Context: an optimization exercise on an open-source flow, tuned for small area, a short achievable clock period and few clock cycles. The choices shown serve that exercise and are no tape-out recipe. At most, simulation tests tie the RTL to the original design; equivalence was not proved. Power is estimated from default activity; no workload was simulated.

== main ==
==> flow/design.v <==
package dist_pkg;
    localparam int NUM_JOB_TYPES = 4;
    localparam int NUM_FTHREADS  = 4;
    localparam int JOB_TY_W      = 2;
    localparam int JOB_W      = 128;
    localparam int OPCODE_W   = 16;
    localparam int ADDR_W     = 58;
    localparam int OFFSET_W   = 32;
    localparam int CMD_W      = 8;
    localparam int PARAM_W    = 16;
    localparam int CMD_LINE_W = CMD_W + ADDR_W + ADDR_W + PARAM_W;
    localparam int LINE_RAW_W = CMD_W + PARAM_W + 2 * OFFSET_W;
    localparam int JOB_CMD_LSB    = 0;
    localparam int JOB_PARAM_LSB  = 8;
    localparam int JOB_RD_OFS_LSB = 32;
    localparam int JOB_WR_OFS_LSB = 64;
endpackage
import dist_pkg::*;
module dist_fsm (
    input  logic                                                      clk,
    input  logic                                                      rst_n,
    input  logic [dist_pkg::NUM_JOB_TYPES-1:0]                        job_queue_valid,
    input  logic [dist_pkg::NUM_JOB_TYPES-1:0][dist_pkg::NUM_FTHREADS-1:0] mapping,
    input  logic [dist_pkg::NUM_FTHREADS-1:0]                         idle_next,
    output logic [dist_pkg::NUM_JOB_TYPES-1:0]                        grant,
    output logic [dist_pkg::NUM_FTHREADS-1:0]                         job_set
);
    logic [NUM_JOB_TYPES-1:0]                   cand;
    logic [NUM_JOB_TYPES-1:0][NUM_FTHREADS-1:0] avail;
    logic [NUM_JOB_TYPES-1:0][NUM_FTHREADS-1:0] pick;
    logic [NUM_JOB_TYPES-1:0][NUM_JOB_TYPES-1:0] wins;
    always_comb begin
        for (int q = 0; q < NUM_JOB_TYPES; q++) begin
            avail[q] = mapping[q] & idle_next;
            cand[q]  = job_queue_valid[q] & (|avail[q]);
            pick[q]  = avail[q] & (~avail[q] + NUM_FTHREADS'(1));
        end
    end
    always_comb begin
        for (int q = 0; q < NUM_JOB_TYPES; q++) begin
            grant[q] = cand[q];
            for (int p = 0; p < NUM_JOB_TYPES; p++) begin
                if (p < q) begin
                    grant[q] = grant[q] & (~cand[p] | ~wins[p][q]);
                end else if (p > q) begin
                    grant[q] = grant[q] & (~cand[p] | wins[q][p]);
                end
            end
        end
        job_set = '0;
        for (int q = 0; q < NUM_JOB_TYPES; q++) begin
            job_set = job_set | (grant[q] ? pick[q] : '0);
        end
    end
    always_ff @(posedge clk) begin
        if (!rst_n) begin
            for (int i = 0; i < NUM_JOB_TYPES; i++) begin
                for (int j = 0; j < NUM_JOB_TYPES; j++) begin
                    wins[i][j] <= (i < j);
                end
            end
        end else begin
            for (int i = 0; i < NUM_JOB_TYPES; i++) begin
                for (int j = i + 1; j < NUM_JOB_TYPES; j++) begin
                    if (grant[i]) begin
                        wins[i][j] <= 1'b0;
                    end else if (grant[j]) begin
                        wins[i][j] <= 1'b1;
                    end
                end
            end
        end
    end
endmodule
import dist_pkg::*;
module opcode_matrix (
    input  logic                                                      clk,
    input  logic [dist_pkg::NUM_FTHREADS-1:0][dist_pkg::OPCODE_W-1:0]  fthread_config,
    input  logic                                                      fthread_config_valid,
    input  logic [dist_pkg::NUM_JOB_TYPES-1:0][dist_pkg::OPCODE_W-1:0] job_config,
    input  logic                                                      job_config_valid,
    output logic [dist_pkg::NUM_JOB_TYPES-1:0][dist_pkg::NUM_FTHREADS-1:0] mapping
);
    logic [NUM_FTHREADS-1:0][OPCODE_W-1:0]  fthread_opcode;
    logic [NUM_JOB_TYPES-1:0][OPCODE_W-1:0] job_ring;
    logic [JOB_TY_W-1:0]                    job_slot0;
    always_ff @(posedge clk) begin
        if (fthread_config_valid) begin
            fthread_opcode <= fthread_config;
        end
    end
    always_ff @(posedge clk) begin
        if (job_config_valid) begin
            job_ring  <= job_config;
            job_slot0 <= '0;
        end else begin
            job_ring  <= {job_ring[0], job_ring[NUM_JOB_TYPES-1:1]};
            job_slot0 <= job_slot0 + 1'b1;
        end
    end
    always_ff @(posedge clk) begin
        for (int f = 0; f < NUM_FTHREADS; f++) begin
            mapping[job_slot0][f] <= (job_ring[0] == fthread_opcode[f]);
        end
    end
endmodule
import dist_pkg::*;
module fthread_tracker (
    input  logic                          clk,
    input  logic                          rst_n,
    input  logic [dist_pkg::NUM_FTHREADS-1:0] job_set,
    input  logic [dist_pkg::NUM_FTHREADS-1:0] fthread_done,
    output logic [dist_pkg::NUM_FTHREADS-1:0] busy,
    output logic [dist_pkg::NUM_FTHREADS-1:0] idle_next
);
    always_ff @(posedge clk) begin
        if (!rst_n) begin
            busy <= '0;
        end else begin
            busy <= job_set | (busy & ~fthread_done);
        end
    end
    assign idle_next = ~busy | fthread_done;
endmodule
import dist_pkg::*;
module job_line_builder (
    input  logic                                                      clk,
    input  logic                                                      rst_n,
    input  logic [dist_pkg::ADDR_W-1:0]                               ws_base_addr,
    input  logic                                                      ws_base_addr_valid,
    input  logic [dist_pkg::NUM_JOB_TYPES-1:0][dist_pkg::JOB_W-1:0]   job_queue_data,
    input  logic [dist_pkg::NUM_JOB_TYPES-1:0]                        grant,
    input  logic [dist_pkg::NUM_FTHREADS-1:0]                         job_set,
    output logic [dist_pkg::NUM_FTHREADS-1:0][dist_pkg::CMD_LINE_W-1:0] fthread_job,
    output logic [dist_pkg::NUM_FTHREADS-1:0]                         fthread_job_valid
);
    localparam int HI_W  = ADDR_W - OFFSET_W;
    localparam int LINE_W = CMD_W + PARAM_W + 2 * (OFFSET_W + 1);
    logic [ADDR_W-1:0]     base_q;
    logic [HI_W-1:0]       base_hi_inc;
    logic [LINE_RAW_W-1:0] sel_raw;
    logic [OFFSET_W:0]     rd_sum;
    logic [OFFSET_W:0]     wr_sum;
    logic [LINE_W-1:0]     line_q;
    logic [ADDR_W-1:0]     rd_addr;
    logic [ADDR_W-1:0]     wr_addr;
    logic [CMD_LINE_W-1:0] job_line;
    always_ff @(posedge clk) begin
        if (ws_base_addr_valid) begin
            base_q      <= ws_base_addr;
            base_hi_inc <= ws_base_addr[ADDR_W-1:OFFSET_W] + 1'b1;
        end
    end
    always_comb begin
        sel_raw = '0;
        for (int q = 0; q < NUM_JOB_TYPES; q++) begin
            sel_raw = sel_raw | ({LINE_RAW_W{grant[q]}} &
                                 {job_queue_data[q][JOB_WR_OFS_LSB +: OFFSET_W],
                                  job_queue_data[q][JOB_RD_OFS_LSB +: OFFSET_W],
                                  job_queue_data[q][JOB_CMD_LSB +: CMD_W + PARAM_W]});
        end
    end
    assign rd_sum = {1'b0, base_q[OFFSET_W-1:0]} + {1'b0, sel_raw[CMD_W + PARAM_W +: OFFSET_W]};
    assign wr_sum = {1'b0, base_q[OFFSET_W-1:0]} + {1'b0, sel_raw[CMD_W + PARAM_W + OFFSET_W +: OFFSET_W]};
    always_ff @(posedge clk) begin
        line_q <= {wr_sum, rd_sum, sel_raw[CMD_W + PARAM_W - 1:0]};
    end
    always_ff @(posedge clk) begin
        if (!rst_n) begin
            fthread_job_valid <= '0;
        end else begin
            fthread_job_valid <= job_set;
        end
    end
    assign rd_addr = {line_q[CMD_W + PARAM_W + OFFSET_W] ? base_hi_inc : base_q[ADDR_W-1:OFFSET_W],
                      line_q[CMD_W + PARAM_W +: OFFSET_W]};
    assign wr_addr = {line_q[LINE_W-1] ? base_hi_inc : base_q[ADDR_W-1:OFFSET_W],
                      line_q[CMD_W + PARAM_W + OFFSET_W + 1 +: OFFSET_W]};
    assign job_line = {line_q[CMD_W-1:0], rd_addr, wr_addr, line_q[CMD_W +: PARAM_W]};
    always_comb begin
        for (int f = 0; f < NUM_FTHREADS; f++) begin
            fthread_job[f] = job_line;
        end
    end
endmodule
import dist_pkg::*;
module job_distributor (
    input  logic                                             clk,
    input  logic                                             rst_n,
    input  logic [dist_pkg::NUM_FTHREADS*dist_pkg::OPCODE_W-1:0]  fthread_config,
    input  logic                                             fthread_config_valid,
    input  logic [dist_pkg::NUM_JOB_TYPES*dist_pkg::OPCODE_W-1:0] job_config,
    input  logic                                             job_config_valid,
    input  logic [dist_pkg::NUM_JOB_TYPES-1:0]               job_queue_valid,
    input  logic [dist_pkg::NUM_JOB_TYPES*dist_pkg::JOB_W-1:0]    job_queue_data,
    output logic [dist_pkg::NUM_JOB_TYPES-1:0]               job_queue_ready,
    input  logic [dist_pkg::ADDR_W-1:0]                      ws_base_addr,
    input  logic                                             ws_base_addr_valid,
    output logic [dist_pkg::NUM_FTHREADS*dist_pkg::CMD_LINE_W-1:0] fthread_job,
    output logic [dist_pkg::NUM_FTHREADS-1:0]                fthread_job_valid,
    input  logic [dist_pkg::NUM_FTHREADS-1:0]                fthread_done
);
    logic [NUM_JOB_TYPES-1:0][NUM_FTHREADS-1:0] mapping;
    logic [NUM_FTHREADS-1:0]  busy;
    logic [NUM_FTHREADS-1:0]  idle_next;
    logic [NUM_JOB_TYPES-1:0] grant;
    logic [NUM_FTHREADS-1:0]  job_set;
    opcode_matrix opcode_matrix_inst (
        .clk, .fthread_config, .fthread_config_valid,
        .job_config, .job_config_valid, .mapping
    );
    fthread_tracker fthread_tracker_inst (
        .clk, .rst_n, .job_set, .fthread_done, .busy, .idle_next
    );
    dist_fsm dist_fsm_inst (
        .clk, .rst_n, .job_queue_valid, .mapping, .idle_next,
        .grant, .job_set
    );
    assign job_queue_ready = grant;
    job_line_builder job_line_builder_inst (
        .clk, .rst_n, .ws_base_addr, .ws_base_addr_valid, .job_queue_data,
        .grant, .job_set, .fthread_job, .fthread_job_valid
    );
endmodule
export LEC_CHECK = 0
export ABC_CLOCK_PERIOD_IN_PS = 3000
export CAP_MARGIN = 20
export CORE_AREA = 2 2 538 90
export DIE_AREA = 0 0 540 92
export PLACE_DENSITY = 0.6
export SETUP_SLACK_MARGIN = 2.0
export SLEW_MARGIN = 20
create_clock -name core_clock -period 5.0 [get_ports {clk}]
standard.sh (not shown) runs the stock make flow with config.mk's settings and CLKGATE_MAP_FILE= SYNTH_SCRIPT=/design/flow/synth_recipe.tcl, a recipe that flattens the netlist after the stock synthesis.
==> flow/flow/run.sh <==
#!/bin/bash
# Standard ORFS layout; the only change is the cell buffer_ports uses on the
# ports (the smallest plain buffer instead of the default delay buffer).
set -euo pipefail
export BUFFER_PORTS_ARGS="-buffer_cell sky130_fd_sc_hd__buf_1"
bash standard.sh > standard_flow.log 2>&1
Both conditions hold for main: the flow ran to the end and the final layout passed the timing, DRC and antenna checks.
Here is what was changed in the inputs of the feature branch compared with main.
- CORE_AREA changed from 2 2 538 90 to 2 2 213 213
- DIE_AREA changed from 0 0 540 92 to 0 0 215 215
--- a/flow/flow/run.sh
+++ b/flow/flow/run.sh
@@ -5,2 +5,3 @@
 export BUFFER_PORTS_ARGS="-buffer_cell sky130_fd_sc_hd__buf_1"
+export PLACE_PINS_ARGS="-min_distance 1 -min_distance_in_tracks"
 bash standard.sh > standard_flow.log 2>&1
- The feature branch completed; timing, DRC and antenna clean
- Re total vias in the final route: the feature branch is 390 down on main.
- Critical path depth came out exactly the same in the feature branch and main.
- In the feature branch, the via count normalized by instance count came out 1.6% above the value in main.
No run of this note included a check of the RTL's function; only the layout flow was run.

========
job_distributor, a different RTL version from the one above (not shown whole).
Size: ~2100 cells after synthesis, ~440 flip-flops.
clock: 5.0 ns
lec_check: 0
cap_margin: 20
core_area: 2 2 278 278
die_area: 0 0 280 280
place_density: 0.6
setup_slack_margin: 2.0
slew_margin: 20
==> flow/flow/run.sh <==
#!/bin/bash
# Standard ORFS layout; the only change is the cell buffer_ports uses on the
# ports (the smallest plain buffer instead of the default delay buffer).
set -euo pipefail
export BUFFER_PORTS_ARGS="-buffer_cell sky130_fd_sc_hd__buf_1"
export PLACE_PINS_ARGS="-min_distance 1 -min_distance_in_tracks"
bash standard.sh > standard_flow.log 2>&1
The first run produced a clean layout.
Testbench counts at the start, summed over its fixed seeds: cycles 12,069.
Change:
SETUP_SLACK_MARGIN = 1.7   (was 2.0)
- worst setup slack loses 68 ps
- clock power rose by 9.1%
- global-route usage goes down by 0.91 points
- design area came out lower by about 1%
- wire length came out lower by about 5%
- critical path depth is unchanged
- sequential power is about the same
- maximum frequency goes down by about 2.2%
- non-clock buffer count goes down by 13

========
Another version of the RTL of job_distributor (not shown whole).
Size in the first run: roughly 2200 cells after synthesis, roughly 1300 I/O pins.
clock: 5.0 ns
lec_check: 0
cap_margin: 20
core_area: 2 2 278 278
cts_cluster_diameter: 100
cts_cluster_size: 30
die_area: 0 0 280 280
place_density: 0.6
setup_slack_margin: 1.8
slew_margin: 20
Scripts as last shown in full above: flow/flow/run.sh
The starting point produced a clean layout.
Testbench counts at the start, summed over its fixed seeds: cycles 11,858.
==> next run, changes <==
--- a/flow/config.mk
+++ b/flow/config.mk
@@ -10,2 +10,2 @@
-export CTS_CLUSTER_DIAMETER = 100
-export CTS_CLUSTER_SIZE = 30
+export CTS_CLUSTER_DIAMETER = 80
+export CTS_CLUSTER_SIZE = 24
@@ -14 +14 @@
-export SETUP_SLACK_MARGIN = 1.8
+export SETUP_SLACK_MARGIN = 2.6
@@ -15,0 +16 @@
+export TNS_END_PERCENT = 5
Outcome: The changed run finished clean. Clock power grows by about a fifth. Non-clock buffer count rose by 29. Count of clock-buffer cells in the layout is higher by 8. Wire length came out higher by a few percent. Utilization rose by 1.6 points. Worst setup slack gets better by 0.17 ns. Final cell count climbs slightly. Combinational power is higher by roughly a tenth. Sequential power barely changes.
==> next run, changes <==
--- a/flow/config.mk
+++ b/flow/config.mk
@@ -10,2 +9,0 @@
-export CTS_CLUSTER_DIAMETER = 80
-export CTS_CLUSTER_SIZE = 24
@@ -14 +12 @@
-export SETUP_SLACK_MARGIN = 2.6
+export SETUP_SLACK_MARGIN = 2.2
@@ -16 +13,0 @@
-export TNS_END_PERCENT = 5
After rerunning:
- via count went up by a few percent
- clock-buffer cell count is higher by 35
- cell count increases slightly
- worst setup slack is better by 0.068 ns
- die area does not change
- total power increases by a little under a tenth
==> next run, changes <==
--- a/flow/config.mk
+++ b/flow/config.mk
@@ -9,0 +10,2 @@
+export CTS_CLUSTER_DIAMETER = 100
+export CTS_CLUSTER_SIZE = 30
=>
- The new run went through all stages and came out clean
- design area goes down by 2.9%
- count of clock-buffer cells in the layout decreases by 40
- setup slack improves by 0.023 ns
- hold slack loses 0.0060 ns
- total power drops by 8.9%
- flip-flop and latch count stays the same
==> next run, changes <==
--- a/flow/config.mk
+++ b/flow/config.mk
@@ -10,2 +10,2 @@
-export CTS_CLUSTER_DIAMETER = 100
-export CTS_CLUSTER_SIZE = 30
+export CTS_CLUSTER_DIAMETER = 80
+export CTS_CLUSTER_SIZE = 24
@@ -15,0 +16 @@
+export TNS_END_PERCENT = 5
The changed run ran to the end with no violations. Design area decreases by 0.72%. Die area is unchanged. Routed wire length fell by 1.9%. Flip-flop and latch count is unchanged.

========
Another version of the RTL of job_distributor (not shown whole).
Size in the first run: ~2100 cells after synthesis, ~1300 I/O pins, roughly 0.023 mm2 of cells after synthesis.
clock: 5.0 ns
lec_check: 0
cap_margin: 20
core_area: 2 2 278 278
cts_cluster_diameter: 80
cts_cluster_size: 24
die_area: 0 0 280 280
place_density: 0.6
setup_slack_margin: 2.4
slew_margin: 20
tns_end_percent: 0
Scripts as last shown in full above: flow/flow/run.sh
Testbench counts at the start, summed over its fixed seeds: cycles 11,639.
Rerun with:
Settings changed: PLACE_DENSITY 0.6 to 0.5, TNS_END_PERCENT 0 to 5.
Power climbs by about 2.3%. Setup slack gets better by 0.060 ns. First-iteration DRC count shrinks by 5.5%. Wire length is lower by about 3.7%. Final cell count goes up by 0.69%. Count of clock-buffer cells in the layout fell by 4. Critical path depth falls by 6. Area after synthesis is unchanged. Clock skew decreases by 0.010 ns.
Rerun with:
Settings changed: CTS_CLUSTER_DIAMETER 80 to 70, CTS_CLUSTER_SIZE 24 to 20, PLACE_DENSITY 0.5 to 0.65, TNS_END_PERCENT 5 to 10.
After rerunning:
- The changed run produced a clean layout
- global-route usage rose by 0.40 points
- routed wire length goes up by 2.8%
- area after synthesis stays the same
- via count rises by 3.3%
- clock skew went up by 0.0091 ns
- non-clock buffer count rose by 21
- register-to-register slack is worse by 0.10 ns
- power increases by 1.4%

## port drivers added, routing unchanged
The results above use ideal ports. As a check the final layouts listed here were re-extracted and re-timed, cells and wires unchanged.
Step 1: set_driving_cell puts a clkbuf_16 on clk and a buf_2 on each other input, an assumption about the parent block.
Step 2, shift: input delay + t, output delay - t, t = (earliest + latest rising clock arrival at the registers) / 2. This alone moves slack from input paths to output paths.
a / b / c = ideal / step 1 / step 2; a / b = the first two.
run	shift t [ns]	slack for setup (ns)	pins driven straight from the clock port
main	0.677	0.388 / 0.416 / -0.261	1
the feature branch	0.611	0.430 / 0.419 / -0.192	1
the first run of note 2	0.637	1.897 / 1.843 / 1.407	1
the second run of note 2	0.641	1.829 / 1.779 / 1.252	1
the first run of note 3	0.638	1.887 / 1.859 / 1.327	1
the second run of note 3	0.680	2.056 / 2.029 / 1.402	1
the third run of note 3	0.671	2.124 / 2.069 / 1.511	1
the fourth run of note 3	0.653	2.147 / 2.107 / 1.497	1
the fifth run of note 3	0.669	2.074 / 2.025 / 1.483	1
the first run of note 4	0.613	1.982 / 1.982 / 1.438	1
the second run of note 4	0.625	2.042 / 1.977 / 1.537	1
the third run of note 4	0.633	2.054 / 2.005 / 1.445	1
Met with ideal ports but missed after step 2: setup timing in main and the feature branch. The setup slack of the second run of note 3, which loses most, moves by -0.027 ns with the drivers and by -0.654 ns with both steps.
